From an optimization exercise on the open Yosys and OpenROAD flow, aimed at small area, a short achievable clock period and few clock cycles per item; shortcuts taken in it are not production practice.
RTL that was checked went through simulation tests only; none was proved equivalent to the original.
No activity file was given, so power comes from the tool's default toggle rates.

== job 6305 ==
## integer_to_radix_text
module integer_to_radix_text (
  input  wire logic        clk,
  input  wire logic        rst,
  input  wire logic        in_valid,
  output logic             in_ready,
  input  wire logic [63:0] value,
  input  wire logic [7:0]  radix,
  input  wire logic        signed_mode,
  input  wire logic [7:0]  min_digits,
  output logic             out_valid,
  input  wire logic        out_ready,
  output logic [63:0]      text_chunk,
  output logic [3:0]       chunk_bytes,
  output logic             last_chunk
);
  localparam int NC = irt_pkg::NCELL;
  localparam int NO = irt_pkg::NODD;
  localparam logic [2:0] C_IDLE = 3'd0;
  localparam logic [2:0] C_S1   = 3'd1;
  localparam logic [2:0] C_S2   = 3'd2;
  localparam logic [2:0] C_S3   = 3'd3;
  localparam logic [2:0] C_S4   = 3'd4;
  localparam logic [2:0] C_WAIT = 3'd5;
  localparam logic [2:0] C_DD   = 3'd6;
  logic [2:0]  cst;
  logic [63:0] v;           
  logic        negc;        
  logic [5:0]  rad;         
  logic        odd;         
  logic [5:0]  aw [7];      
  logic [6:0]  kr;          
  logic [6:0]  mdig;        
  logic [5:0]  m1;          
  logic [6:0]  c1;          
  logic [6:0]  blen0;       
  logic        onesz;       
  logic        isz;         
  logic [6:0]  blen;        
  logic [6:0]  mx, my;      
  logic        mc6;         
  logic [5:0]  lowb;        
  logic [6:0]  np1;         
  logic [2:0]  pp;          
  logic [3:0]  q8;          
  ...
Size in the first run: ~560 flip-flops, roughly 160 I/O pins, ~39000 sq um of cells after synthesis.
Settings: LEC_CHECK=0, CAP_MARGIN=20, CORE_MARGIN=2, CORE_UTILIZATION=40, SLEW_MARGIN=20; clock period 5.0 ns.
run.sh (not shown) runs the stock make flow with config.mk's settings and CLKGATE_MAP_FILE= SYNTH_SCRIPT=/design/flow/synth_recipe.tcl, a recipe that flattens the netlist after the stock synthesis.
Input changes introduced in job 5107 (baseline for comparison: job 6305):
--- a/flow/design.v
+++ b/flow/design.v
@@ -371,21 +371,21 @@
     if (W == 1) begin : g_bin
       assign cout[i] = dcell[i][0];
       assign sumh[i] = 5'd0;
     end else begin : g_gen
       logic [5:0] sum;
       logic       ci;
       always_comb begin
         if (inj[i])           ci = odd && nbit;
         else if (i + 1 < NO)  ci = odd && creg[(i+1) % NO];
         else                  ci = 1'b0;
-        sum = 6'(dcell[i] & 6'((1 << W) - 1)) + aw[W] + {5'd0, ci};
+        sum = irt_pkg::la_add(dcell[i] & 6'((1 << W) - 1), aw[W], ci, W);
       end
       assign cout[i] = sum[W-1];
       assign sumh[i] = 5'(sum);
     end
   end
   always_comb begin
     for (int i = 0; i < NC; i++) begin
       if (inj[i])                   cin[i] = nbit;
       else if (odd && (i + 1 < NO)) cin[i] = creg[(i+1) % NO];
       else if (i + 1 < NC)          cin[i] = cout[(i+1) % NC];
Going from job 6305 to job 5107, routed wire length grew by more than 10%.
There was hardly any difference in clock latency at the later pin of the worst-skew pair between job 6305 and job 5107.
Power: job 5107 draws less than job 6305
Compared with job 6305, job 5107 shows hold slack higher by 0.0086 ns.
Job 6305 → job 5107: via count now sits higher, width of the chip now sits higher, die outline area now sits higher, area taken by flip-flops and latches now sits at about the same level.
Compared with job 6305, job 5107 shows a sequential fraction of the synthesis area that is 3.4 points lower.
The clock skew of job 6305 and that of job 5107 are within noise of each other.
On worst setup slack, job 6305 beats job 5107.
Looking at critical path's slowest cell, the and2_1 result is from job 6305; the edfxtp_1 one comes from job 5107.
| final RePlAce weighted congestion | job 5107 vs job 6305 | 4.0% higher |
Job 6305 → job 5107: synthesis-to-finish area growth has decreased; total core area +8600 sq um.
No run of this note included a check of the RTL's function; only the layout flow was run.

---

Another version of the RTL of integer_to_radix_text (not shown whole).
For scale: ~4600 cells after synthesis, about 590 flip-flops, ~160 I/O pins, roughly 44000 sq um of cells after synthesis.
clock: 5.0 ns
lec_check: 0
cap_margin: 20
core_margin: 2
core_utilization: 40
setup_slack_margin: 1.4
slew_margin: 20
Testbench counts at the start, summed over its fixed seeds: cycles 7,796, items 384.
Rerun with:
--- a/flow/design.v
+++ b/flow/design.v
@@ -309,22 +309,21 @@
   logic        nz0;         
   logic        onesz;       
   logic        isz;         
   logic [1:0]  jcap;        
   logic [2:0]  acc;         
   logic [1:0]  pn;          
   logic [12:0] mx, my;      
   logic [5:0]  lowb;        
   logic [6:0]  np1;         
   logic [2:0]  pp;          
-  logic        padr;        
-  logic [5:0]  hu;          
+  logic [3:0]  q8;          
   logic [6:0]  ecell;       
   logic [8:0]  e_hin;       
   logic [7:0]  e_lo;        
   logic [6:0]  ptr;         
   logic [6:0]  lr;          
   logic [1:0]  pr;          
   logic [6:0]  fidx;        
   logic        ptr_nz;      
   logic        dd_done_q;   
   logic        nbit;        
@@ -526,55 +525,53 @@
     if (rst) cst_n = C_IDLE;
     act_n = act;
     if (cst == C_S3) act_n = e_c;
     else if ((cst == C_DD) && (ptr <= 7'd1)) act_n = act - 7'd1;
     pp_n  = (cst == C_S3) ? pp_c : pp;
     odd_n = odd;
   end
   always_ff @(posedge clk) begin
     cst       <= cst_n;
     dd_done_q <= (cst_n == C_IDLE) ||
-                 ((cst_n == C_DD) && (ptr_n <= 7'd1) &&
-                  (!odd_n || ((cst == C_S3) ? (np1 == 7'd0) : (act_n == {4'd0, pp}))));
+                 ((cst_n == C_DD) && (ptr_n <= 7'd1) && (!odd_n || (act_n == {4'd0, pp_n})));
   end
   always_ff @(posedge clk) begin
     if (accept) begin
       v     <= vin;
       negc  <= neg_in;
       odd   <= rad_in[0];
-      hu    <= hu_c;
+      for (int w = 2; w <= 6; w++) begin
+        aw[w] <= (hu_c <= 6'(1 << (w - 1))) ? 6'(6'(1 << (w - 1)) - hu_c) : 6'd0;
+      end
       kr    <= irt_pkg::max_digits(rad_in);
       jcap  <= (rad_in >= 6'd8) ? 2'd3 : ((rad_in >= 6'd4) ? 2'd2 : 2'd1);
       msb0  <= msb0_c[5:0];
       nz0   <= msb0_c[6];
       onesz <= onesz_c;
       lowb  <= lowb_c;
       m1    <= 6'(mdig_in - 7'd1);
       c1    <= mdig_in - 7'd1 + {6'd0, neg_in};
     end
     case (cst)
       C_S1: begin
-        for (int w = 2; w <= 6; w++) begin
-          aw[w] <= (hu <= 6'(1 << (w - 1))) ? 6'(6'(1 << (w - 1)) - hu) : 6'd0;
-        end
         isz           <= !nz0 && !onesz;
         lr            <= blen_c;
         pr            <= p_c;
         {mx, my}      <= irt_pkg::csa_np({1'b0, msb0}, kr, nz0, onesz);
       end
       C_S2: begin
         np1 <= isz ? 7'd0 : irt_pkg::add_hi(mx, my);
       end
       C_S3: begin
         ecell <= e_c;
         pp    <= pp_c;
-        padr  <= padded;
+        q8    <= padded ? (c1[6:3] - e_c[6:3]) : 4'd0;
         for (int b = 0; b < 8; b++) e_lo[b] <= (e_c[2:0] == 3'(b));
       end
       C_DD: begin
       end
       default: begin
       end
     endcase
     act   <= act_n;
     aw[0] <= 6'd0;
     aw[1] <= 6'd0;
@@ -634,21 +631,21 @@
       if (pop && (drain != 4'd0)) drain <= drain - 4'd1;
       if (load_o) begin
         out_valid <= 1'b1;
       end else if (out_ready) begin
         out_valid <= 1'b0;
       end
       if ((cst == C_DD) && dd_done) begin
         busy_e  <= 1'b1;
         neg_e   <= negc;
         first_e <= 1'b1;
-        q8_e    <= padr ? (c1[6:3] - ecell[6:3]) : 4'd0;
+        q8_e    <= q8;
         last_e  <= ecell;
         fix_e   <= 1'b1;
         pp_e    <= pp;
         al1_e   <= (np1 > 7'(m1));
         al2_e   <= (np1 > 7'(m1) + 7'd1);
       end else if (fix_e) begin
         fix_e   <= 1'b0;
         sk_e    <= sk_c;
       end else if (load_o) begin
         first_e <= 1'b0;
What happened: Sequential power goes up by about 14%. Clock power goes down by 6.7%. Design area goes down by about 0.8%. Via count goes up by 3.0%. Global-route usage goes up by 0.77 points. Total power goes up by 22%. Core utilization goes down by 0.26 points. Register-to-register slack improved by 0.07 ns. Worst setup slack improved by 0.072 ns. Count of clock-buffer cells in the layout goes down by 6.
Only the layout flow was run in the second run of this note; the RTL was not checked for function there.

[afterwards: timing with drivers on the ports]
Ports are ideal in the flow. The routed layouts listed here were re-timed in OpenROAD. Step 1 assumes that a clkbuf_16 drives the clock port and a buf_2 every other input. Step 2 moves the port delays by t, midway between the first and last clock arrival at a register: inputs arrive t later, outputs are due t later. That takes back most of the time a late clock gives input paths. a / b / c = ideal ports / drivers / drivers and shift; a / b = the first two.
run	shift t [ns]	setup WS [ns]	worst slew at a driven data input, ns
job 6305	0.692	0.589 / 0.589 / 0.589	0.05
job 5107	0.702	0.394 / 0.394 / 0.394	0.06
the first run of note 2	0.712	1.365 / 1.365 / 0.815	0.12
the second run of note 2	0.703	1.437 / 1.437 / 0.834	0.05
After both steps setup and hold are still met in every run listed. For the second run of note 2, which loses most, drivers alone change the setup slack by 0.000 ns; drivers and shift together by -0.603 ns.
